Source: an optimization exercise on an open RTL-to-GDS flow (aim: small area and a short achievable clock period). Production flows keep margins and buffers that such runs may drop.
The RTL of this run was laid out without a check of its function.
In this run the design's own scripts or RTL, not TritonCTS, make the clock network.
The clock port is modelled as an ideal driver, which makes a skipped or thinned clock tree look cheaper than it is; a real chip needs a root buffer or a tree.
No activity file was given, so power comes from the tool's default toggle rates.

==> flow/run.sh <==
#!/bin/bash
# standard synthesis and layout, except:
# - the port buffers are the smallest buffer instead of a delay cell,
# - the clock tree is a balanced two-level tree built by flow/clock_tree.tcl
#   (clk port -> 4 root buffers -> one buffer per k-means cluster of flip-flops)
#   in place of TritonCTS.
set -euo pipefail
export FLOW_CLOCK_TREE="12 4 sky130_fd_sc_hd__clkbuf_8 sky130_fd_sc_hd__clkbuf_8"
bash standard.sh SETUP_SLACK_MARGIN=6.2 "BUFFER_PORTS_ARGS=-buffer_cell sky130_fd_sc_hd__buf_1" \
  PRE_CTS_TCL=$PWD/flow/clock_tree.tcl finish > flow_make.log 2>&1
==> flow/clock_tree.tcl <==

# k-means on a list of {x y} points; returns {centres assignment}
proc my_kmeans {pts k} {
  set n [llength $pts]
  set cent {}
  set sorted [lsort -real -index 0 $pts]
  for {set i 0} {$i < $k} {incr i} {
    lappend cent [lindex $sorted [expr {int(($i + 0.5) * $n / $k)}]]
  }
  for {set iter 0} {$iter < 50} {incr iter} {
    set assign {}
    foreach p $pts {
      set best 0; set bd 1e30
      for {set i 0} {$i < $k} {incr i} {
        set c [lindex $cent $i]
        set d [expr {abs([lindex $p 0] - [lindex $c 0]) + abs([lindex $p 1] - [lindex $c 1])}]
        if {$d < $bd} { set bd $d; set best $i }
      }
      lappend assign $best
    }
    set newc {}
    for {set i 0} {$i < $k} {incr i} {
      set sx 0; set sy 0; set m 0
      foreach p $pts a $assign {
        if {$a == $i} { set sx [expr {$sx + [lindex $p 0]}]; set sy [expr {$sy + [lindex $p 1]}]; incr m }
      }
      if {$m > 0} { lappend newc [list [expr {$sx / $m}] [expr {$sy / $m}]] } else { lappend newc [lindex $cent $i] }
    }
    set cent $newc
  }
  return [list $cent $assign]
}

proc my_place_buffer {block master name x y innet outname} {
  set inst [odb::dbInst_create $block $master $name]
  $inst setLocation [expr {int($x)}] [expr {int($y)}]
  $inst setPlacementStatus PLACED
  set net [odb::dbNet_create $block $outname]
  $net setSigType CLOCK
  [$inst findITerm A] connect $innet
  [$inst findITerm X] connect $net
  return $net
}

proc my_clock_tree {nleaves nroots rootcell leafcell} {
  set block [ord::get_db_block]
  set db [ord::get_db]
  set clknet [$block findNet clk]
  set sinks [$clknet getITerms]
  set pts {}
  foreach it $sinks {
    set b [[$it getInst] getBBox]
    lappend pts [list [expr {([$b xMin] + [$b xMax]) / 2.0}] [expr {([$b yMin] + [$b yMax]) / 2.0}]]
  }
  lassign [my_kmeans $pts $nleaves] lcent lassign
  lassign [my_kmeans $lcent $nroots] rcent rassign
  set rmaster [$db findMaster $rootcell]
  set lmaster [$db findMaster $leafcell]
  foreach it $sinks { $it disconnect }
  set rootnets {}
  for {set r 0} {$r < $nroots} {incr r} {
    set c [lindex $rcent $r]
    lappend rootnets [my_place_buffer $block $rmaster "clkbuf_root_$r" [lindex $c 0] [lindex $c 1] $clknet "clknet_root_$r"]
  }
  for {set k 0} {$k < $nleaves} {incr k} {
    set c [lindex $lcent $k]
    set net [my_place_buffer $block $lmaster "clkbuf_leaf_$k" [lindex $c 0] [lindex $c 1] \
      [lindex $rootnets [lindex $rassign $k]] "clknet_leaf_$k"]
    foreach it $sinks a $lassign {
      if {$a == $k} { $it connect $net }
    }
  }
}

# Used as ORFS's PRE_CTS_TCL hook: build the tree here, and leave the CTS step's
# clock_tree_synthesis call nothing to do.
if {[info exists ::env(FLOW_CLOCK_TREE)]} {
  my_clock_tree {*}$::env(FLOW_CLOCK_TREE)
  set_propagated_clock [all_clocks]
  proc clock_tree_synthesis {args} { puts "clock tree built by flow/clock_tree.tcl" }
}
==> standard.sh <==
#!/bin/bash
# synth_recipe.tcl (not shown) runs the flow's synth.tcl, then flattens the netlist and writes it again
# the make line also repeats each setting of config.mk as NAME=value (left out here)
make -C /OpenROAD-flow-scripts/flow DESIGN_CONFIG=/design/flow/config.mk WORK_HOME=/design/flow/orfs CLKGATE_MAP_FILE= SYNTH_SCRIPT=/design/flow/synth_recipe.tcl "${@:-finish}"
==> config.mk <==
export PLATFORM = sky130hd
export DESIGN_NAME = signedMultiplier16
export DESIGN_NICKNAME = signedMultiplier16
export VERILOG_FILES = /design/flow/design.v
export SDC_FILE = /design/flow/constraint.sdc
export NUM_CORES = 4
export LEC_CHECK = 0
export CAP_MARGIN = 20
export CORE_MARGIN = 2
export CORE_UTILIZATION = 65
export PLACE_DENSITY = 0.75
export SLEW_MARGIN = 20
export SYNTH_HIERARCHICAL = 1
export SYNTH_MINIMUM_KEEP_SIZE = 0
==> constraint.sdc <==
create_clock -name core_clock -period 8.8 [get_ports {clk}]
set_input_delay 1.7600 -clock core_clock [delete_from_list [all_inputs] [get_ports {clk}]]
set_output_delay 1.7600 -clock core_clock [all_outputs]
set_load 0.01 [all_outputs]
==> design.v <==
package multPkg;
  typedef logic signed [16-1:0] operandT;
  typedef logic signed [32-1:0] productT;
  typedef struct packed {
    logic one;
    logic two;
    logic neg;
  } boothT;
  function automatic boothT boothEncode(input logic hi, input logic mid, input logic lo);
    boothT d;
    d.one = mid ^ lo;
    d.two = (hi & ~mid & ~lo) | (~hi & mid & lo);
    d.neg = hi;
    boothEncode = d;
  endfunction
endpackage
module operandPrep (
  input  logic             clk,
  input  logic             rstN,
  input  multPkg::operandT opA,
  input  multPkg::operandT opB,
  input  logic             inValid,
  output logic [15:0]      aR,
  output logic [7:0]       oneR,
  output logic [7:0]       twoR,
  output logic [7:0]       negR,
  output logic             prepValid
);
  logic [16:0] bExt;
  logic [7:0]  one;
  logic [7:0]  two;
  logic [7:0]  neg;
  assign bExt = {opB, 1'b0};
  for (genvar i = 0; i < 8; i++)
  begin : genDigit
    assign {one[i], two[i], neg[i]} = multPkg::boothEncode(bExt[2 * i + 2], bExt[2 * i + 1], bExt[2 * i]);
  end
  always_ff @(posedge clk)
  begin
    prepValid <= rstN & inValid;
  end
  always_ff @(posedge clk)
  begin
    aR <= opA;
    oneR <= one;
    twoR <= two;
    negR <= neg;
  end
endmodule
module daddaTree8 (
  input  logic [15:0]   aR,
  input  logic [7:0]    oneR,
  input  logic [7:0]    twoR,
  input  logic [7:0]    negR,
  output logic [75-1:0] cutBits
);
  logic pp0_0, pp0_1, pp0_2, pp0_3, pp0_4, pp0_5, pp0_6, pp0_7, pp0_8, pp0_9;
  logic pp0_10, pp0_11, pp0_12, pp0_13, pp0_14, pp0_15, pp0_16, pp1_0, pp1_1, pp1_2;
  logic pp1_3, pp1_4, pp1_5, pp1_6, pp1_7, pp1_8, pp1_9, pp1_10, pp1_11, pp1_12;
  logic pp1_13, pp1_14, pp1_15, pp1_16, pp2_0, pp2_1, pp2_2, pp2_3, pp2_4, pp2_5;
  logic pp2_6, pp2_7, pp2_8, pp2_9, pp2_10, pp2_11, pp2_12, pp2_13, pp2_14, pp2_15;
  logic pp2_16, pp3_0, pp3_1, pp3_2, pp3_3, pp3_4, pp3_5, pp3_6, pp3_7, pp3_8;
  logic pp3_9, pp3_10, pp3_11, pp3_12, pp3_13, pp3_14, pp3_15, pp3_16, pp4_0, pp4_1;
  logic pp4_2, pp4_3, pp4_4, pp4_5, pp4_6, pp4_7, pp4_8, pp4_9, pp4_10, pp4_11;
  logic pp4_12, pp4_13, pp4_14, pp4_15, pp4_16, pp5_0, pp5_1, pp5_2, pp5_3, pp5_4;
  logic pp5_5, pp5_6, pp5_7, pp5_8, pp5_9, pp5_10, pp5_11, pp5_12, pp5_13, pp5_14;
  logic pp5_15, pp5_16, pp6_0, pp6_1, pp6_2, pp6_3, pp6_4, pp6_5, pp6_6, pp6_7;
  logic pp6_8, pp6_9, pp6_10, pp6_11, pp6_12, pp6_13, pp6_14, pp6_15, pp6_16, pp7_0;
  logic pp7_1, pp7_2, pp7_3, pp7_4, pp7_5, pp7_6, pp7_7, pp7_8, pp7_9, pp7_10;
  logic pp7_11, pp7_12, pp7_13, pp7_14, pp7_15, pp7_16, s1, k1, s2, k2;
  logic s3, k3, s4, k4, s5, k5, s6, k6, s7, k7;
  logic s8, k8, s9, k9, s10, k10, s11, k11, s12, k12;
  logic s13, k13, s14, k14, s15, k15, s16, k16, s17, k17;
  logic s18, k18, s19, k19, s20, k20, s21, k21, s22, k22;
  logic s23, k23, s24, k24, s25, k25, s26, k26, s27, k27;
  logic s28, k28, s29, k29, s30, k30, s31, k31, s32, k32;
  logic s33, k33, s34, k34, s35, k35, s36, k36, s37, k37;
  logic s38, k38, s39, k39, s40, k40, s41, k41, s42, k42;
  logic s43, k43, s44, k44, s45, k45, s46, k46, s47, k47;
  logic s48, k48, s49, k49, s50, k50, s51, k51, s52, k52;
  logic s53, k53, s54, k54, s55, k55, s56, k56, s57, k57;
  logic s58, k58, s59, k59, s60, k60, s61, k61, s62, k62;
  logic s63, k63, s64, k64, s65, k65, s66, k66, s67, k67;
  logic s68, k68, s69, k69, s70, k70, s71, k71, s72, k72;
  logic s73, k73, s74, k74, s75, k75, s76, k76, s77, k77;
  logic s78, k78, s79, k79, s80, k80, s81, k81, s82, k82;
  logic s83, k83, s84, k84, s85, k85, s86, k86, s87, k87;
  logic s88, k88, s89, k89, s90, k90, s91, k91, s92, k92;
  logic t93, g93, t94, g94, t95, g95, t96, g96, t105, g105;
  logic t106, g106, s107, k107, s108, k108, s109, k109, s110, k110;
  logic s111, k111, s112, k112;
  assign pp0_0 = ((oneR[0] & aR[0]) | (twoR[0] & 1'b0)) ^ negR[0];
  assign pp0_1 = ((oneR[0] & aR[1]) | (twoR[0] & aR[0])) ^ negR[0];
  assign pp0_2 = ((oneR[0] & aR[2]) | (twoR[0] & aR[1])) ^ negR[0];
  assign pp0_3 = ((oneR[0] & aR[3]) | (twoR[0] & aR[2])) ^ negR[0];
  assign pp0_4 = ((oneR[0] & aR[4]) | (twoR[0] & aR[3])) ^ negR[0];
  assign pp0_5 = ((oneR[0] & aR[5]) | (twoR[0] & aR[4])) ^ negR[0];
  assign pp0_6 = ((oneR[0] & aR[6]) | (twoR[0] & aR[5])) ^ negR[0];
  assign pp0_7 = ((oneR[0] & aR[7]) | (twoR[0] & aR[6])) ^ negR[0];
  assign pp0_8 = ((oneR[0] & aR[8]) | (twoR[0] & aR[7])) ^ negR[0];
  assign pp0_9 = ((oneR[0] & aR[9]) | (twoR[0] & aR[8])) ^ negR[0];
  assign pp0_10 = ((oneR[0] & aR[10]) | (twoR[0] & aR[9])) ^ negR[0];
  assign pp0_11 = ((oneR[0] & aR[11]) | (twoR[0] & aR[10])) ^ negR[0];
  assign pp0_12 = ((oneR[0] & aR[12]) | (twoR[0] & aR[11])) ^ negR[0];
  assign pp0_13 = ((oneR[0] & aR[13]) | (twoR[0] & aR[12])) ^ negR[0];
  assign pp0_14 = ((oneR[0] & aR[14]) | (twoR[0] & aR[13])) ^ negR[0];
  assign pp0_15 = ((oneR[0] & aR[15]) | (twoR[0] & aR[14])) ^ negR[0];
  assign pp0_16 = ~(((oneR[0] | twoR[0]) & aR[15]) ^ negR[0]);
  assign pp1_0 = ((oneR[1] & aR[0]) | (twoR[1] & 1'b0)) ^ negR[1];
  assign pp1_1 = ((oneR[1] & aR[1]) | (twoR[1] & aR[0])) ^ negR[1];
  assign pp1_2 = ((oneR[1] & aR[2]) | (twoR[1] & aR[1])) ^ negR[1];
  assign pp1_3 = ((oneR[1] & aR[3]) | (twoR[1] & aR[2])) ^ negR[1];
  assign pp1_4 = ((oneR[1] & aR[4]) | (twoR[1] & aR[3])) ^ negR[1];
  assign pp1_5 = ((oneR[1] & aR[5]) | (twoR[1] & aR[4])) ^ negR[1];
  assign pp1_6 = ((oneR[1] & aR[6]) | (twoR[1] & aR[5])) ^ negR[1];
  assign pp1_7 = ((oneR[1] & aR[7]) | (twoR[1] & aR[6])) ^ negR[1];
  assign pp1_8 = ((oneR[1] & aR[8]) | (twoR[1] & aR[7])) ^ negR[1];
  assign pp1_9 = ((oneR[1] & aR[9]) | (twoR[1] & aR[8])) ^ negR[1];
  assign pp1_10 = ((oneR[1] & aR[10]) | (twoR[1] & aR[9])) ^ negR[1];
  assign pp1_11 = ((oneR[1] & aR[11]) | (twoR[1] & aR[10])) ^ negR[1];
  assign pp1_12 = ((oneR[1] & aR[12]) | (twoR[1] & aR[11])) ^ negR[1];
  assign pp1_13 = ((oneR[1] & aR[13]) | (twoR[1] & aR[12])) ^ negR[1];
  assign pp1_14 = ((oneR[1] & aR[14]) | (twoR[1] & aR[13])) ^ negR[1];
  assign pp1_15 = ((oneR[1] & aR[15]) | (twoR[1] & aR[14])) ^ negR[1];
  assign pp1_16 = ~(((oneR[1] | twoR[1]) & aR[15]) ^ negR[1]);
  assign pp2_0 = ((oneR[2] & aR[0]) | (twoR[2] & 1'b0)) ^ negR[2];
  assign pp2_1 = ((oneR[2] & aR[1]) | (twoR[2] & aR[0])) ^ negR[2];
  assign pp2_2 = ((oneR[2] & aR[2]) | (twoR[2] & aR[1])) ^ negR[2];
  assign pp2_3 = ((oneR[2] & aR[3]) | (twoR[2] & aR[2])) ^ negR[2];
  assign pp2_4 = ((oneR[2] & aR[4]) | (twoR[2] & aR[3])) ^ negR[2];
  assign pp2_5 = ((oneR[2] & aR[5]) | (twoR[2] & aR[4])) ^ negR[2];
  assign pp2_6 = ((oneR[2] & aR[6]) | (twoR[2] & aR[5])) ^ negR[2];
  assign pp2_7 = ((oneR[2] & aR[7]) | (twoR[2] & aR[6])) ^ negR[2];
  assign pp2_8 = ((oneR[2] & aR[8]) | (twoR[2] & aR[7])) ^ negR[2];
  assign pp2_9 = ((oneR[2] & aR[9]) | (twoR[2] & aR[8])) ^ negR[2];
  assign pp2_10 = ((oneR[2] & aR[10]) | (twoR[2] & aR[9])) ^ negR[2];
  assign pp2_11 = ((oneR[2] & aR[11]) | (twoR[2] & aR[10])) ^ negR[2];
  assign pp2_12 = ((oneR[2] & aR[12]) | (twoR[2] & aR[11])) ^ negR[2];
  assign pp2_13 = ((oneR[2] & aR[13]) | (twoR[2] & aR[12])) ^ negR[2];
  assign pp2_14 = ((oneR[2] & aR[14]) | (twoR[2] & aR[13])) ^ negR[2];
  assign pp2_15 = ((oneR[2] & aR[15]) | (twoR[2] & aR[14])) ^ negR[2];
  assign pp2_16 = ~(((oneR[2] | twoR[2]) & aR[15]) ^ negR[2]);
  assign pp3_0 = ((oneR[3] & aR[0]) | (twoR[3] & 1'b0)) ^ negR[3];
  assign pp3_1 = ((oneR[3] & aR[1]) | (twoR[3] & aR[0])) ^ negR[3];
  assign pp3_2 = ((oneR[3] & aR[2]) | (twoR[3] & aR[1])) ^ negR[3];
  assign pp3_3 = ((oneR[3] & aR[3]) | (twoR[3] & aR[2])) ^ negR[3];
  assign pp3_4 = ((oneR[3] & aR[4]) | (twoR[3] & aR[3])) ^ negR[3];
  assign pp3_5 = ((oneR[3] & aR[5]) | (twoR[3] & aR[4])) ^ negR[3];
  assign pp3_6 = ((oneR[3] & aR[6]) | (twoR[3] & aR[5])) ^ negR[3];
  assign pp3_7 = ((oneR[3] & aR[7]) | (twoR[3] & aR[6])) ^ negR[3];
  assign pp3_8 = ((oneR[3] & aR[8]) | (twoR[3] & aR[7])) ^ negR[3];
  assign pp3_9 = ((oneR[3] & aR[9]) | (twoR[3] & aR[8])) ^ negR[3];
  assign pp3_10 = ((oneR[3] & aR[10]) | (twoR[3] & aR[9])) ^ negR[3];
  assign pp3_11 = ((oneR[3] & aR[11]) | (twoR[3] & aR[10])) ^ negR[3];
  assign pp3_12 = ((oneR[3] & aR[12]) | (twoR[3] & aR[11])) ^ negR[3];
  assign pp3_13 = ((oneR[3] & aR[13]) | (twoR[3] & aR[12])) ^ negR[3];
  assign pp3_14 = ((oneR[3] & aR[14]) | (twoR[3] & aR[13])) ^ negR[3];
  assign pp3_15 = ((oneR[3] & aR[15]) | (twoR[3] & aR[14])) ^ negR[3];
  assign pp3_16 = ~(((oneR[3] | twoR[3]) & aR[15]) ^ negR[3]);
  assign pp4_0 = ((oneR[4] & aR[0]) | (twoR[4] & 1'b0)) ^ negR[4];
  assign pp4_1 = ((oneR[4] & aR[1]) | (twoR[4] & aR[0])) ^ negR[4];
  assign pp4_2 = ((oneR[4] & aR[2]) | (twoR[4] & aR[1])) ^ negR[4];
  assign pp4_3 = ((oneR[4] & aR[3]) | (twoR[4] & aR[2])) ^ negR[4];
  assign pp4_4 = ((oneR[4] & aR[4]) | (twoR[4] & aR[3])) ^ negR[4];
  assign pp4_5 = ((oneR[4] & aR[5]) | (twoR[4] & aR[4])) ^ negR[4];
  assign pp4_6 = ((oneR[4] & aR[6]) | (twoR[4] & aR[5])) ^ negR[4];
  assign pp4_7 = ((oneR[4] & aR[7]) | (twoR[4] & aR[6])) ^ negR[4];
  assign pp4_8 = ((oneR[4] & aR[8]) | (twoR[4] & aR[7])) ^ negR[4];
  assign pp4_9 = ((oneR[4] & aR[9]) | (twoR[4] & aR[8])) ^ negR[4];
  assign pp4_10 = ((oneR[4] & aR[10]) | (twoR[4] & aR[9])) ^ negR[4];
  assign pp4_11 = ((oneR[4] & aR[11]) | (twoR[4] & aR[10])) ^ negR[4];
  assign pp4_12 = ((oneR[4] & aR[12]) | (twoR[4] & aR[11])) ^ negR[4];
  assign pp4_13 = ((oneR[4] & aR[13]) | (twoR[4] & aR[12])) ^ negR[4];
  assign pp4_14 = ((oneR[4] & aR[14]) | (twoR[4] & aR[13])) ^ negR[4];
  assign pp4_15 = ((oneR[4] & aR[15]) | (twoR[4] & aR[14])) ^ negR[4];
  assign pp4_16 = ~(((oneR[4] | twoR[4]) & aR[15]) ^ negR[4]);
  assign pp5_0 = ((oneR[5] & aR[0]) | (twoR[5] & 1'b0)) ^ negR[5];
  assign pp5_1 = ((oneR[5] & aR[1]) | (twoR[5] & aR[0])) ^ negR[5];
  assign pp5_2 = ((oneR[5] & aR[2]) | (twoR[5] & aR[1])) ^ negR[5];
  assign pp5_3 = ((oneR[5] & aR[3]) | (twoR[5] & aR[2])) ^ negR[5];
  assign pp5_4 = ((oneR[5] & aR[4]) | (twoR[5] & aR[3])) ^ negR[5];
  assign pp5_5 = ((oneR[5] & aR[5]) | (twoR[5] & aR[4])) ^ negR[5];
  assign pp5_6 = ((oneR[5] & aR[6]) | (twoR[5] & aR[5])) ^ negR[5];
  assign pp5_7 = ((oneR[5] & aR[7]) | (twoR[5] & aR[6])) ^ negR[5];
  assign pp5_8 = ((oneR[5] & aR[8]) | (twoR[5] & aR[7])) ^ negR[5];
  assign pp5_9 = ((oneR[5] & aR[9]) | (twoR[5] & aR[8])) ^ negR[5];
  assign pp5_10 = ((oneR[5] & aR[10]) | (twoR[5] & aR[9])) ^ negR[5];
  assign pp5_11 = ((oneR[5] & aR[11]) | (twoR[5] & aR[10])) ^ negR[5];
  assign pp5_12 = ((oneR[5] & aR[12]) | (twoR[5] & aR[11])) ^ negR[5];
  assign pp5_13 = ((oneR[5] & aR[13]) | (twoR[5] & aR[12])) ^ negR[5];
  assign pp5_14 = ((oneR[5] & aR[14]) | (twoR[5] & aR[13])) ^ negR[5];
  assign pp5_15 = ((oneR[5] & aR[15]) | (twoR[5] & aR[14])) ^ negR[5];
  assign pp5_16 = ~(((oneR[5] | twoR[5]) & aR[15]) ^ negR[5]);
  assign pp6_0 = ((oneR[6] & aR[0]) | (twoR[6] & 1'b0)) ^ negR[6];
  assign pp6_1 = ((oneR[6] & aR[1]) | (twoR[6] & aR[0])) ^ negR[6];
  assign pp6_2 = ((oneR[6] & aR[2]) | (twoR[6] & aR[1])) ^ negR[6];
  assign pp6_3 = ((oneR[6] & aR[3]) | (twoR[6] & aR[2])) ^ negR[6];
  assign pp6_4 = ((oneR[6] & aR[4]) | (twoR[6] & aR[3])) ^ negR[6];
  assign pp6_5 = ((oneR[6] & aR[5]) | (twoR[6] & aR[4])) ^ negR[6];
  assign pp6_6 = ((oneR[6] & aR[6]) | (twoR[6] & aR[5])) ^ negR[6];
  assign pp6_7 = ((oneR[6] & aR[7]) | (twoR[6] & aR[6])) ^ negR[6];
  assign pp6_8 = ((oneR[6] & aR[8]) | (twoR[6] & aR[7])) ^ negR[6];
  assign pp6_9 = ((oneR[6] & aR[9]) | (twoR[6] & aR[8])) ^ negR[6];
  assign pp6_10 = ((oneR[6] & aR[10]) | (twoR[6] & aR[9])) ^ negR[6];
  assign pp6_11 = ((oneR[6] & aR[11]) | (twoR[6] & aR[10])) ^ negR[6];
  assign pp6_12 = ((oneR[6] & aR[12]) | (twoR[6] & aR[11])) ^ negR[6];
  assign pp6_13 = ((oneR[6] & aR[13]) | (twoR[6] & aR[12])) ^ negR[6];
  assign pp6_14 = ((oneR[6] & aR[14]) | (twoR[6] & aR[13])) ^ negR[6];
  assign pp6_15 = ((oneR[6] & aR[15]) | (twoR[6] & aR[14])) ^ negR[6];
  assign pp6_16 = ~(((oneR[6] | twoR[6]) & aR[15]) ^ negR[6]);
  assign pp7_0 = ((oneR[7] & aR[0]) | (twoR[7] & 1'b0)) ^ negR[7];
  assign pp7_1 = ((oneR[7] & aR[1]) | (twoR[7] & aR[0])) ^ negR[7];
  assign pp7_2 = ((oneR[7] & aR[2]) | (twoR[7] & aR[1])) ^ negR[7];
  assign pp7_3 = ((oneR[7] & aR[3]) | (twoR[7] & aR[2])) ^ negR[7];
  assign pp7_4 = ((oneR[7] & aR[4]) | (twoR[7] & aR[3])) ^ negR[7];
  assign pp7_5 = ((oneR[7] & aR[5]) | (twoR[7] & aR[4])) ^ negR[7];
  assign pp7_6 = ((oneR[7] & aR[6]) | (twoR[7] & aR[5])) ^ negR[7];
  assign pp7_7 = ((oneR[7] & aR[7]) | (twoR[7] & aR[6])) ^ negR[7];
  assign pp7_8 = ((oneR[7] & aR[8]) | (twoR[7] & aR[7])) ^ negR[7];
  assign pp7_9 = ((oneR[7] & aR[9]) | (twoR[7] & aR[8])) ^ negR[7];
  assign pp7_10 = ((oneR[7] & aR[10]) | (twoR[7] & aR[9])) ^ negR[7];
  assign pp7_11 = ((oneR[7] & aR[11]) | (twoR[7] & aR[10])) ^ negR[7];
  assign pp7_12 = ((oneR[7] & aR[12]) | (twoR[7] & aR[11])) ^ negR[7];
  assign pp7_13 = ((oneR[7] & aR[13]) | (twoR[7] & aR[12])) ^ negR[7];
  assign pp7_14 = ((oneR[7] & aR[14]) | (twoR[7] & aR[13])) ^ negR[7];
  assign pp7_15 = ((oneR[7] & aR[15]) | (twoR[7] & aR[14])) ^ negR[7];
  assign pp7_16 = ~(((oneR[7] | twoR[7]) & aR[15]) ^ negR[7]);
  halfAdder us1 (.x(pp0_10), .y(negR[5]), .s(s1), .c(k1));
  halfAdder us2 (.x(pp1_9), .y(pp0_11), .s(s2), .c(k2));
  fullAdder us3 (.x(pp1_10), .y(negR[6]), .z(pp0_12), .s(s3), .c(k3));
  halfAdder us4 (.x(pp3_6), .y(pp2_8), .s(s4), .c(k4));
  fullAdder us5 (.x(pp2_9), .y(pp0_13), .z(pp1_11), .s(s5), .c(k5));
  halfAdder us6 (.x(pp4_5), .y(pp3_7), .s(s6), .c(k6));
  fullAdder us7 (.x(pp1_12), .y(negR[7]), .z(pp0_14), .s(s7), .c(k7));
  fullAdder us8 (.x(pp4_6), .y(pp2_10), .z(pp3_8), .s(s8), .c(k8));
  halfAdder us9 (.x(pp6_2), .y(pp5_4), .s(s9), .c(k9));
  fullAdder us10 (.x(pp2_11), .y(pp0_15), .z(pp1_13), .s(s10), .c(k10));
  fullAdder us11 (.x(pp5_5), .y(pp3_9), .z(pp4_7), .s(s11), .c(k11));
  halfAdder us12 (.x(pp7_1), .y(pp6_3), .s(s12), .c(k12));
  assign {k13, s13} = {(1'b1 & pp0_16) | (1'b1 & pp1_14) | (pp0_16 & pp1_14), 1'b1 ^ pp0_16 ^ pp1_14};
  fullAdder us14 (.x(pp4_8), .y(pp2_12), .z(pp3_10), .s(s14), .c(k14));
  fullAdder us15 (.x(pp7_2), .y(pp5_6), .z(pp6_4), .s(s15), .c(k15));
  assign {k16, s16} = {(1'b1 & pp1_15) | (1'b1 & pp2_13) | (pp1_15 & pp2_13), 1'b1 ^ pp1_15 ^ pp2_13};
  fullAdder us17 (.x(pp5_7), .y(pp3_11), .z(pp4_9), .s(s17), .c(k17));
  halfAdder us18 (.x(pp7_3), .y(pp6_5), .s(s18), .c(k18));
  fullAdder us19 (.x(pp3_12), .y(pp1_16), .z(pp2_14), .s(s19), .c(k19));
  fullAdder us20 (.x(pp6_6), .y(pp4_10), .z(pp5_8), .s(s20), .c(k20));
  assign {k21, s21} = {(1'b1 & pp2_15) | (1'b1 & pp3_13) | (pp2_15 & pp3_13), 1'b1 ^ pp2_15 ^ pp3_13};
  halfAdder us22 (.x(pp5_9), .y(pp4_11), .s(s22), .c(k22));
  fullAdder us23 (.x(pp4_12), .y(pp2_16), .z(pp3_14), .s(s23), .c(k23));
  assign {k24, s24} = {1'b1 & pp3_15, 1'b1 ^ pp3_15};
  halfAdder us25 (.x(pp0_6), .y(negR[3]), .s(s25), .c(k25));
  halfAdder us26 (.x(pp1_5), .y(pp0_7), .s(s26), .c(k26));
  fullAdder us27 (.x(pp1_6), .y(negR[4]), .z(pp0_8), .s(s27), .c(k27));
  halfAdder us28 (.x(pp3_2), .y(pp2_4), .s(s28), .c(k28));
  fullAdder us29 (.x(pp2_5), .y(pp0_9), .z(pp1_7), .s(s29), .c(k29));
  halfAdder us30 (.x(pp4_1), .y(pp3_3), .s(s30), .c(k30));
  fullAdder us31 (.x(pp3_4), .y(pp1_8), .z(pp2_6), .s(s31), .c(k31));
  fullAdder us32 (.x(s1), .y(pp4_2), .z(pp5_0), .s(s32), .c(k32));
  fullAdder us33 (.x(pp4_3), .y(pp2_7), .z(pp3_5), .s(s33), .c(k33));
  fullAdder us34 (.x(s2), .y(pp5_1), .z(k1), .s(s34), .c(k34));
  fullAdder us35 (.x(pp6_0), .y(pp4_4), .z(pp5_2), .s(s35), .c(k35));
  fullAdder us36 (.x(s3), .y(k2), .z(s4), .s(s36), .c(k36));
  fullAdder us37 (.x(k4), .y(pp5_3), .z(pp6_1), .s(s37), .c(k37));
  fullAdder us38 (.x(s5), .y(s6), .z(k3), .s(s38), .c(k38));
  fullAdder us39 (.x(s9), .y(pp7_0), .z(k6), .s(s39), .c(k39));
  fullAdder us40 (.x(s8), .y(k5), .z(s7), .s(s40), .c(k40));
  fullAdder us41 (.x(k7), .y(k9), .z(s12), .s(s41), .c(k41));
  fullAdder us42 (.x(s11), .y(k8), .z(s10), .s(s42), .c(k42));
  fullAdder us43 (.x(k11), .y(k12), .z(k10), .s(s43), .c(k43));
  fullAdder us44 (.x(s15), .y(s13), .z(s14), .s(s44), .c(k44));
  fullAdder us45 (.x(k14), .y(s18), .z(k13), .s(s45), .c(k45));
  fullAdder us46 (.x(s17), .y(k15), .z(s16), .s(s46), .c(k46));
  fullAdder us47 (.x(k16), .y(pp7_4), .z(k18), .s(s47), .c(k47));
  fullAdder us48 (.x(s20), .y(k17), .z(s19), .s(s48), .c(k48));
  fullAdder us49 (.x(s22), .y(pp6_7), .z(pp7_5), .s(s49), .c(k49));
  fullAdder us50 (.x(s21), .y(k19), .z(k20), .s(s50), .c(k50));
  fullAdder us51 (.x(pp7_6), .y(pp5_10), .z(pp6_8), .s(s51), .c(k51));
  fullAdder us52 (.x(s23), .y(k22), .z(k21), .s(s52), .c(k52));
  fullAdder us53 (.x(pp6_9), .y(pp4_13), .z(pp5_11), .s(s53), .c(k53));
  fullAdder us54 (.x(k23), .y(pp7_7), .z(s24), .s(s54), .c(k54));
  fullAdder us55 (.x(pp5_12), .y(pp3_16), .z(pp4_14), .s(s55), .c(k55));
  fullAdder us56 (.x(k24), .y(pp6_10), .z(pp7_8), .s(s56), .c(k56));
  assign {k57, s57} = {(1'b1 & pp4_15) | (1'b1 & pp5_13) | (pp4_15 & pp5_13), 1'b1 ^ pp4_15 ^ pp5_13};
  halfAdder us58 (.x(pp7_9), .y(pp6_11), .s(s58), .c(k58));
  fullAdder us59 (.x(pp6_12), .y(pp4_16), .z(pp5_14), .s(s59), .c(k59));
  assign {k60, s60} = {1'b1 & pp5_15, 1'b1 ^ pp5_15};
  halfAdder us61 (.x(pp0_4), .y(negR[2]), .s(s61), .c(k61));
  halfAdder us62 (.x(pp1_3), .y(pp0_5), .s(s62), .c(k62));
  fullAdder us63 (.x(pp3_0), .y(pp1_4), .z(pp2_2), .s(s63), .c(k63));
  fullAdder us64 (.x(k25), .y(pp2_3), .z(pp3_1), .s(s64), .c(k64));
  fullAdder us65 (.x(s28), .y(pp4_0), .z(k26), .s(s65), .c(k65));
  fullAdder us66 (.x(k27), .y(k28), .z(s30), .s(s66), .c(k66));
  fullAdder us67 (.x(s31), .y(k30), .z(k29), .s(s67), .c(k67));
  fullAdder us68 (.x(k32), .y(k31), .z(s33), .s(s68), .c(k68));
  fullAdder us69 (.x(k34), .y(k33), .z(s35), .s(s69), .c(k69));
  fullAdder us70 (.x(k36), .y(k35), .z(s37), .s(s70), .c(k70));
  fullAdder us71 (.x(k38), .y(k37), .z(s39), .s(s71), .c(k71));
  fullAdder us72 (.x(k40), .y(k39), .z(s41), .s(s72), .c(k72));
  fullAdder us73 (.x(s43), .y(k41), .z(k42), .s(s73), .c(k73));
  fullAdder us74 (.x(k44), .y(k43), .z(s45), .s(s74), .c(k74));
  fullAdder us75 (.x(k46), .y(k45), .z(s47), .s(s75), .c(k75));
  fullAdder us76 (.x(k48), .y(s49), .z(k47), .s(s76), .c(k76));
  fullAdder us77 (.x(k50), .y(s51), .z(k49), .s(s77), .c(k77));
  fullAdder us78 (.x(k52), .y(k51), .z(s53), .s(s78), .c(k78));
  fullAdder us79 (.x(s56), .y(k53), .z(s55), .s(s79), .c(k79));
  fullAdder us80 (.x(s57), .y(s58), .z(k55), .s(s80), .c(k80));
  fullAdder us81 (.x(k57), .y(pp7_10), .z(k58), .s(s81), .c(k81));
  fullAdder us82 (.x(s60), .y(pp6_13), .z(pp7_11), .s(s82), .c(k82));
  fullAdder us83 (.x(pp7_12), .y(pp5_16), .z(pp6_14), .s(s83), .c(k83));
  assign {k84, s84} = {1'b1 & pp6_15, 1'b1 ^ pp6_15};
  halfAdder us85 (.x(pp0_2), .y(negR[1]), .s(s85), .c(k85));
  halfAdder us86 (.x(pp1_1), .y(pp0_3), .s(s86), .c(k86));
  fullAdder us87 (.x(s61), .y(pp1_2), .z(pp2_0), .s(s87), .c(k87));
  fullAdder us88 (.x(s62), .y(pp2_1), .z(k61), .s(s88), .c(k88));
  fullAdder us89 (.x(s63), .y(k62), .z(s25), .s(s89), .c(k89));
  fullAdder us90 (.x(s64), .y(s26), .z(k63), .s(s90), .c(k90));
  fullAdder us91 (.x(s65), .y(s27), .z(k64), .s(s91), .c(k91));
  fullAdder us92 (.x(s66), .y(s29), .z(k65), .s(s92), .c(k92));
  assign {g93, t93} = {s32 & k66, s32 ^ k66};
  assign {g94, t94} = {s34 & k67, s34 ^ k67};
  assign {g95, t95} = {s36 & k68, s36 ^ k68};
  assign {g96, t96} = {s38 & k69, s38 ^ k69};
  assign {g105, t105} = {k54 & s79, k54 ^ s79};
  assign {g106, t106} = {k56 & s80, k56 ^ s80};
  fullAdder us107 (.x(s81), .y(s59), .z(k80), .s(s107), .c(k107));
  fullAdder us108 (.x(k81), .y(k59), .z(s82), .s(s108), .c(k108));
  fullAdder us109 (.x(k82), .y(k60), .z(s83), .s(s109), .c(k109));
  fullAdder us110 (.x(k83), .y(pp7_13), .z(s84), .s(s110), .c(k110));
  fullAdder us111 (.x(k84), .y(pp6_16), .z(pp7_14), .s(s111), .c(k111));
  assign {k112, s112} = {1'b1 & pp7_15, 1'b1 ^ pp7_15};
  assign cutBits[0] = s67;
  assign cutBits[1] = t93;
  assign cutBits[2] = g93;
  assign cutBits[3] = s68;
  assign cutBits[4] = t94;
  assign cutBits[5] = g94;
  assign cutBits[6] = s69;
  assign cutBits[7] = t95;
  assign cutBits[8] = g95;
  assign cutBits[9] = s70;
  assign cutBits[10] = t96;
  assign cutBits[11] = g96;
  assign cutBits[12] = s40;
  assign cutBits[13] = k70;
  assign cutBits[14] = s71;
  assign cutBits[15] = s42;
  assign cutBits[16] = k71;
  assign cutBits[17] = s72;
  assign cutBits[18] = s44;
  assign cutBits[19] = k72;
  assign cutBits[20] = s73;
  assign cutBits[21] = s46;
  assign cutBits[22] = k73;
  assign cutBits[23] = s74;
  assign cutBits[24] = s48;
  assign cutBits[25] = k74;
  assign cutBits[26] = s75;
  assign cutBits[27] = s50;
  assign cutBits[28] = k75;
  assign cutBits[29] = s76;
  assign cutBits[30] = s52;
  assign cutBits[31] = k76;
  assign cutBits[32] = s77;
  assign cutBits[33] = s54;
  assign cutBits[34] = k77;
  assign cutBits[35] = s78;
  assign cutBits[36] = k78;
  assign cutBits[37] = t105;
  assign cutBits[38] = g105;
  assign cutBits[39] = k79;
  assign cutBits[40] = t106;
  assign cutBits[41] = g106;
  assign cutBits[42] = negR[0];
  assign cutBits[43] = pp0_0;
  assign cutBits[44] = pp0_1;
  assign cutBits[45] = s85;
  assign cutBits[46] = pp1_0;
  assign cutBits[47] = k85;
  assign cutBits[48] = s86;
  assign cutBits[49] = k86;
  assign cutBits[50] = s87;
  assign cutBits[51] = k87;
  assign cutBits[52] = s88;
  assign cutBits[53] = k88;
  assign cutBits[54] = s89;
  assign cutBits[55] = k89;
  assign cutBits[56] = s90;
  assign cutBits[57] = k90;
  assign cutBits[58] = s91;
  assign cutBits[59] = k91;
  assign cutBits[60] = s92;
  assign cutBits[61] = k92;
  assign cutBits[62] = s107;
  assign cutBits[63] = k107;
  assign cutBits[64] = s108;
  assign cutBits[65] = k108;
  assign cutBits[66] = s109;
  assign cutBits[67] = k109;
  assign cutBits[68] = s110;
  assign cutBits[69] = k110;
  assign cutBits[70] = s111;
  assign cutBits[71] = k111;
  assign cutBits[72] = s112;
  assign cutBits[73] = k112;
  assign cutBits[74] = pp7_16;
endmodule
module fullAdder (
  input  logic x,
  input  logic y,
  input  logic z,
  output logic s,
  output logic c
);
  assign s = x ^ y ^ z;
  assign c = (x & y) | (x & z) | (y & z);
endmodule
module halfAdder (
  input  logic x,
  input  logic y,
  output logic s,
  output logic c
);
  assign s = x ^ y;
  assign c = x & y;
endmodule
module productMerge (
  input  logic                      clk,
  input  logic                      rstN,
  input  logic [75-1:0]    cutBits,
  input  logic                      prepValid,
  output multPkg::productT          product,
  output logic                      outValid
);
  logic                      treeValid;
  logic [75-1:0]    cutR;
  logic [32-1:0] rowA;
  logic [32-1:0] rowB;
  logic s67, t93, g93, s68, t94, g94, s69, t95, g95, s70;
  logic t96, g96, s40, k70, s71, s42, k71, s72, s44, k72;
  logic s73, s46, k73, s74, s48, k74, s75, s50, k75, s76;
  logic s52, k76, s77, s54, k77, s78, k78, t105, g105, k79;
  logic t106, g106, negR_0, pp0_0, pp0_1, s85, pp1_0, k85, s86, k86;
  logic s87, k87, s88, k88, s89, k89, s90, k90, s91, k91;
  logic s92, k92, s107, k107, s108, k108, s109, k109, s110, k110;
  logic s111, k111, s112, k112, pp7_16, s93, k93, s94, k94, s95;
  logic k95, s96, k96, s97, k97, s98, k98, s99, k99, s100;
  logic k100, s101, k101, s102, k102, s103, k103, s104, k104, s105;
  logic k105, s106, k106;
  always_ff @(posedge clk)
  begin
    treeValid <= rstN & prepValid;
    outValid  <= rstN & treeValid;
  end
  always_ff @(posedge clk)
  begin
    cutR    <= cutBits;
    product <= rowA + rowB;
  end
  assign s67 = cutR[0];
  assign t93 = cutR[1];
  assign g93 = cutR[2];
  assign s68 = cutR[3];
  assign t94 = cutR[4];
  assign g94 = cutR[5];
  assign s69 = cutR[6];
  assign t95 = cutR[7];
  assign g95 = cutR[8];
  assign s70 = cutR[9];
  assign t96 = cutR[10];
  assign g96 = cutR[11];
  assign s40 = cutR[12];
  assign k70 = cutR[13];
  assign s71 = cutR[14];
  assign s42 = cutR[15];
  assign k71 = cutR[16];
  assign s72 = cutR[17];
  assign s44 = cutR[18];
  assign k72 = cutR[19];
  assign s73 = cutR[20];
  assign s46 = cutR[21];
  assign k73 = cutR[22];
  assign s74 = cutR[23];
  assign s48 = cutR[24];
  assign k74 = cutR[25];
  assign s75 = cutR[26];
  assign s50 = cutR[27];
  assign k75 = cutR[28];
  assign s76 = cutR[29];
  assign s52 = cutR[30];
  assign k76 = cutR[31];
  assign s77 = cutR[32];
  assign s54 = cutR[33];
  assign k77 = cutR[34];
  assign s78 = cutR[35];
  assign k78 = cutR[36];
  assign t105 = cutR[37];
  assign g105 = cutR[38];
  assign k79 = cutR[39];
  assign t106 = cutR[40];
  assign g106 = cutR[41];
  assign negR_0 = cutR[42];
  assign pp0_0 = cutR[43];
  assign pp0_1 = cutR[44];
  assign s85 = cutR[45];
  assign pp1_0 = cutR[46];
  assign k85 = cutR[47];
  assign s86 = cutR[48];
  assign k86 = cutR[49];
  assign s87 = cutR[50];
  assign k87 = cutR[51];
  assign s88 = cutR[52];
  assign k88 = cutR[53];
  assign s89 = cutR[54];
  assign k89 = cutR[55];
  assign s90 = cutR[56];
  assign k90 = cutR[57];
  assign s91 = cutR[58];
  assign k91 = cutR[59];
  assign s92 = cutR[60];
  assign k92 = cutR[61];
  assign s107 = cutR[62];
  assign k107 = cutR[63];
  assign s108 = cutR[64];
  assign k108 = cutR[65];
  assign s109 = cutR[66];
  assign k109 = cutR[67];
  assign s110 = cutR[68];
  assign k110 = cutR[69];
  assign s111 = cutR[70];
  assign k111 = cutR[71];
  assign s112 = cutR[72];
  assign k112 = cutR[73];
  assign pp7_16 = cutR[74];
  assign s93 = t93 ^ s67;
  assign k93 = g93 | (t93 & s67);
  assign s94 = t94 ^ s68;
  assign k94 = g94 | (t94 & s68);
  assign s95 = t95 ^ s69;
  assign k95 = g95 | (t95 & s69);
  assign s96 = t96 ^ s70;
  assign k96 = g96 | (t96 & s70);
  fullAdder us97 (.x(s71), .y(s40), .z(k70), .s(s97), .c(k97));
  fullAdder us98 (.x(s72), .y(s42), .z(k71), .s(s98), .c(k98));
  fullAdder us99 (.x(s73), .y(s44), .z(k72), .s(s99), .c(k99));
  fullAdder us100 (.x(s74), .y(s46), .z(k73), .s(s100), .c(k100));
  fullAdder us101 (.x(s75), .y(s48), .z(k74), .s(s101), .c(k101));
  fullAdder us102 (.x(s76), .y(s50), .z(k75), .s(s102), .c(k102));
  fullAdder us103 (.x(s77), .y(s52), .z(k76), .s(s103), .c(k103));
  fullAdder us104 (.x(s78), .y(s54), .z(k77), .s(s104), .c(k104));
  assign s105 = t105 ^ k78;
  assign k105 = g105 | (t105 & k78);
  assign s106 = t106 ^ k79;
  assign k106 = g106 | (t106 & k79);
  assign rowA[0] = negR_0;
  assign rowB[0] = pp0_0;
  assign rowA[1] = pp0_1;
  assign rowB[1] = 1'b0;
  assign rowA[2] = s85;
  assign rowB[2] = pp1_0;
  assign rowA[3] = k85;
  assign rowB[3] = s86;
  assign rowA[4] = k86;
  assign rowB[4] = s87;
  assign rowA[5] = k87;
  assign rowB[5] = s88;
  assign rowA[6] = k88;
  assign rowB[6] = s89;
  assign rowA[7] = k89;
  assign rowB[7] = s90;
  assign rowA[8] = k90;
  assign rowB[8] = s91;
  assign rowA[9] = k91;
  assign rowB[9] = s92;
  assign rowA[10] = k92;
  assign rowB[10] = s93;
  assign rowA[11] = k93;
  assign rowB[11] = s94;
  assign rowA[12] = k94;
  assign rowB[12] = s95;
  assign rowA[13] = k95;
  assign rowB[13] = s96;
  assign rowA[14] = k96;
  assign rowB[14] = s97;
  assign rowA[15] = k97;
  assign rowB[15] = s98;
  assign rowA[16] = k98;
  assign rowB[16] = s99;
  assign rowA[17] = k99;
  assign rowB[17] = s100;
  assign rowA[18] = k100;
  assign rowB[18] = s101;
  assign rowA[19] = k101;
  assign rowB[19] = s102;
  assign rowA[20] = k102;
  assign rowB[20] = s103;
  assign rowA[21] = k103;
  assign rowB[21] = s104;
  assign rowA[22] = k104;
  assign rowB[22] = s105;
  assign rowA[23] = k105;
  assign rowB[23] = s106;
  assign rowA[24] = k106;
  assign rowB[24] = s107;
  assign rowA[25] = k107;
  assign rowB[25] = s108;
  assign rowA[26] = k108;
  assign rowB[26] = s109;
  assign rowA[27] = k109;
  assign rowB[27] = s110;
  assign rowA[28] = k110;
  assign rowB[28] = s111;
  assign rowA[29] = k111;
  assign rowB[29] = s112;
  assign rowA[30] = k112;
  assign rowB[30] = pp7_16;
  assign rowA[31] = 1'b1;
  assign rowB[31] = 1'b0;
endmodule
module signedMultiplier16 (
  input  logic             clk,
  input  logic             rstN,
  input  multPkg::operandT opA,
  input  multPkg::operandT opB,
  input  logic             inValid,
  output multPkg::productT product,
  output logic             outValid
);
  logic [15:0]               aR;
  logic [7:0]                oneR;
  logic [7:0]                twoR;
  logic [7:0]                negR;
  logic                      prepValid;
  logic [75-1:0]     cutBits;
  operandPrep operandPrep_inst (
    .clk       (clk),
    .rstN      (rstN),
    .opA       (opA),
    .opB       (opB),
    .inValid   (inValid),
    .aR        (aR),
    .oneR      (oneR),
    .twoR      (twoR),
    .negR      (negR),
    .prepValid (prepValid)
  );
  daddaTree8 daddaTree8_inst (
    .aR   (aR),
    .oneR (oneR),
    .twoR (twoR),
    .negR (negR),
    .cutBits (cutBits)
  );
  productMerge productMerge_inst (
    .clk       (clk),
    .rstN      (rstN),
    .cutBits   (cutBits),
    .prepValid (prepValid),
    .product   (product),
    .outValid  (outValid)
  );
endmodule
==> summary.txt <==
cell usage after synthesis (9+ instances only):
| cell type | instances | area share (%) |
|---|---|---|
| xnor2_1 | 136 | 11 |
| buf_6 | 33 | 3.5 |
| nor3_1 | 9 | 0.42 |
| xor2_1 | 34 | 2.8 |
| nor2_1 | 22 | 0.78 |
| ha_1 | 65 | 7.6 |
| a21o_1 | 11 | 0.78 |
| inv_1 | 18 | 0.63 |
| a22oi_2 | 12 | 1.4 |
| fa_1 | 81 | 15 |
| buf_4 | 96 | 6.8 |
| dfxtp_1 | 150 | 28 |
| nand2_1 | 28 | 0.99 |
| o21ai_0 | 28 | 1.3 |
| buf_2 | 13 | 0.61 |
| a21oi_1 | 24 | 1.1 |
| a22oi_1 | 108 | 7.6 |
Yosys stat by module, one instance, submodules excluded, excerpt:
module / flops+latches / cell area, µm²
operandPrep: 41 / 1020
daddaTree8: 0 / 3600
fullAdder: 0 / 20.0
productMerge: 109 / 4180
halfAdder: 0 / 12.5
where the power goes:
| part | total [mW] | leakage [nW] | switching (mW) | internal [mW] |
|---|---|---|---|---|
| Sequential | 1.13 | 1.27 | 0.161 | 0.973 |
| Clock | 0.358 | 0.115 | 0.194 | 0.164 |
| Combinational | 3.50 | 2.66 | 1.83 | 1.67 |
| Total | 4.99 | 4.04 | 2.19 | 2.81 |
routing by layer:
metal | track usage (%) | part of all wire, % | vias to the layer above
met3 | 3.65 | 8.8 | 45
met2 | 36.6 | 44 | 337
li1 | - | - | 3244
met1 | 35.9 | 45 | 3280
met5 | 0 | 0 | -
met4 | 6.94 | 2.7 | 0
logic make-up after synthesis:
logic type	synth area share (%)
compound gates	17.0
xor+xnor	14.0
buf+inv	12.2
flops	28.2
fa+ha+maj	22.9
simple gates	5.49
mux	0.200
timing repair:
| item | CTS | global route |
|---|---|---|
| pin swaps | 14 | 22 |
| buffers inserted | 8 | 13 |
| endpoints found under the setup margin | 45 | 23 |
| resized for setup | 69 | 31 |
stage by stage:
stage          util (%)  power, mW
2_1_floorplan         -       3.68
6_report           66.7       4.99
4_1_cts            65.4       4.59
5_1_grt            66.7       5.41
3_5_place_dp       62.3       3.90
3_3_place_gp       62.3       3.84
cell type report:
cell class	instances	area share (%)
Sequential cell	150	28.8
Multi-Input combinational cell	666	62.1
Inverter	18	0.635
Tap cell	216	2.54
Timing Repair Buffer	88	3.89
Buffer	16	2.07
worst register-to-register path, cell delays in order (launching register included):
cell	delay [ns]
dfxtp_1	0.30
ha_1	0.18
or2_4	0.25
ha_4	0.30
and3_4	0.21
buf_4	0.12
nand2_1	0.07
a211oi_2	0.30
buf_4	0.18
o2111ai_1	0.21
nand4bb_1	0.18
xor2_1	0.15
worst min-delay path by stage:
stage / from / end / cells past startpoint
final: productMerge_inst.cutR[43] / productMerge_inst.product[0] / 1
after global routing: productMerge_inst.treeValid / productMerge_inst.outValid / 1
after CTS: productMerge_inst.cutR[43] / productMerge_inst.product[0] / 1
after detailed placement: operandPrep_inst.prepValid / productMerge_inst.treeValid / 1
after global placement: operandPrep_inst.prepValid / productMerge_inst.treeValid / 1
after floorplan: operandPrep_inst.prepValid / productMerge_inst.treeValid / 1
sequential cells by signal (all words and copies together), names as in the netlist:
signal                       flops
operandPrep_inst.aR             16
productMerge_inst.cutR          75
operandPrep_inst.oneR            8
productMerge_inst.treeValid      1
operandPrep_inst.prepValid       1
productMerge_inst.outValid       1
operandPrep_inst.negR            8
productMerge_inst.product       32
operandPrep_inst.twoR            8
==> impl_metrics.csv <==
group,metric,value,unit
setup_path,critPathLaunchType,"register",
detailed_routing,wl_per_cell,18.6,µm
die,core_area,0.0159,mm²
setup_path,criticalPathCategory,"reg -> reg",
power_and_ir_drop,peakVddDrop,0.000261,V
die,io_pins,68,
min_path,hold_class,"reg -> reg",
setup_path,cp.depth,11,
global_routing,grt_pass1_vias,6751,
setup_path,crit_path_end_kind,"register",
timing,rsz0062_at_grt,"yes",
timing,fin_crit,2.58,ns
place,io_buffer_count,67,
place,place.gp.congestion,0.942,
synth,syn_inst,984,
die,num_rows,46,
setup_path,r2r_end,"productMerge_inst.product[30]",
synth,synth_enable_flop_cells,0,
detailed_routing,drt_pass1_iterations,6,
detailed_routing,drt_iter0_markers,629,
cts,ctsHoldBuffers,0,
timing,whs,0.432,ns
setup_path,worst-path-buf-inv,2,
final_layout,drive_above_1_share,15.7,%
detailed_routing,vias_per_cell,5.98,
power_and_ir_drop,p_per_area,469,mW/mm²
synth,syn_nets,1165,
final_layout,final_net_count,1121,
place,dp_slack,5.93,ns
timing,fin_ws,6.22,ns
timing,fmax,0.387,GHz
cts,clk_pin_slew,0.07,ns
run,max-cap-violations,0,
setup_path,worstPathRequired,8.98,ns
synth,synth_area,0.0106,mm²
die,die_x,132,µm
timing,tightest_slew,0.665,ns
timing,period_share,29.4,%
synth,yosysUniqueCellTypes,66,
final_layout,diodes,0,
final_layout,multiInputGateArea,0.00661,mm²
run_status,status,"complete, no violations",
synth,ys_seq_elements,150,
setup_path,path_delay_family,"simple AND/OR/NAND/NOR gates",
setup_path,path_cells,"ha_1, or2_4, ha_4, and3_4, buf_4, nand2_1, a211oi_2, buf_4, o2111ai_1, nand4bb_1, xor2_1",
global_routing,grt_antenna_before_repair,0,
global_routing,grt_max_degree,20,
synth,async_flop_share,0,%
timing,setup_viol,0,
die,die_area,0.0174,mm²
die,die_h,132,µm
detailed_routing,wirelength,21.5,mm
detailed_routing,vias,6906,
setup_path,reg2reg_depth,11,
synth,synthFlopType,"dfxtp_1",
setup_path,crit_path_frequent_cell,"buf_4",
place,hpwl,15.0,mm
setup_path,rrSetupSlack,6.22,ns
timing,maxSlewViolCount,0,
setup_path,worstReg2RegStart,"productMerge_inst.cutR[6]",
power_and_ir_drop,p_leak,4.04,nW
timing,clock-skew-final,0.0736,ns
final_layout,ff_latch_area,0.00306,mm²
final_layout,fill_cells,1256,
timing,setup-tns-final,0,ns
timing,maxSlewHeadroom,55.6,%
cts,insertion_delay,0.31,ns
die,start_util,66.7,%
timing,hold_violations,0,
final_layout,final_common_cell,"xnor2_1",
place,dp.cells,1117,
setup_path,cp_max_fo,4,
synth,ys.warnings.count,8,
setup_path,crit_start,"productMerge_inst.cutR[6]",
global_routing,grt_usage,24.1,%
place,placed_area,0.00993,mm²
final_layout,final_cell_mix,"xnor2_1, a22oi_1, dfxtp_1, fa_1, buf_1",
setup_path,crit_end,"productMerge_inst.product[30]",
synth,yosysSeqAreaShare,28.2,%
final_layout,final_area,0.0106,mm²
synth,postSynthAreaPerCell,10.8,µm²
global_routing,grt.overflow.total,0,
setup_path,cp_slowest_stage_delay,0.30,ns
global_routing,grt_pass1_wl,34.8,mm
setup_path,crit_slowest_cell,"dfxtp_1",
final_layout,final_cells,1154,
setup_path,crit_arrival,2.77,ns
final_layout,area_growth,0.0122,%
detailed_routing,antenna_left,0,
detailed_routing,drc,0,

## what the ideal ports hide
The flow's constraints put no driver on any port. The routed layout listed below was extracted and timed again, unchanged, in two steps. Step 1 sets driving cells, clkbuf_16 on the clock port and buf_2 on the other inputs (assumed; they add their load-dependent delay and slew). Step 2 adds t to the input delays and takes it off the output delays; t is the mean of the earliest and latest rising clock arrival at the registers after step 1. Input paths then give back, and output paths get back, about the clock's delay inside the block. Three values: ideal ports, drivers, drivers and shift; two values: the first two.
t, ns: 0.348
setup slack, ns: 6.215 / 6.196 / 6.215
hold WS [ns]: 0.432 / 0.432 / 0.432
clock arrival spread, ns: 0.074 / 0.074
worst slew at a driven data input, ns: 0.03
After both steps setup and hold are still met in this run. The setup slack of this run moves by -0.019 ns with the drivers and by 0.000 ns with both steps.
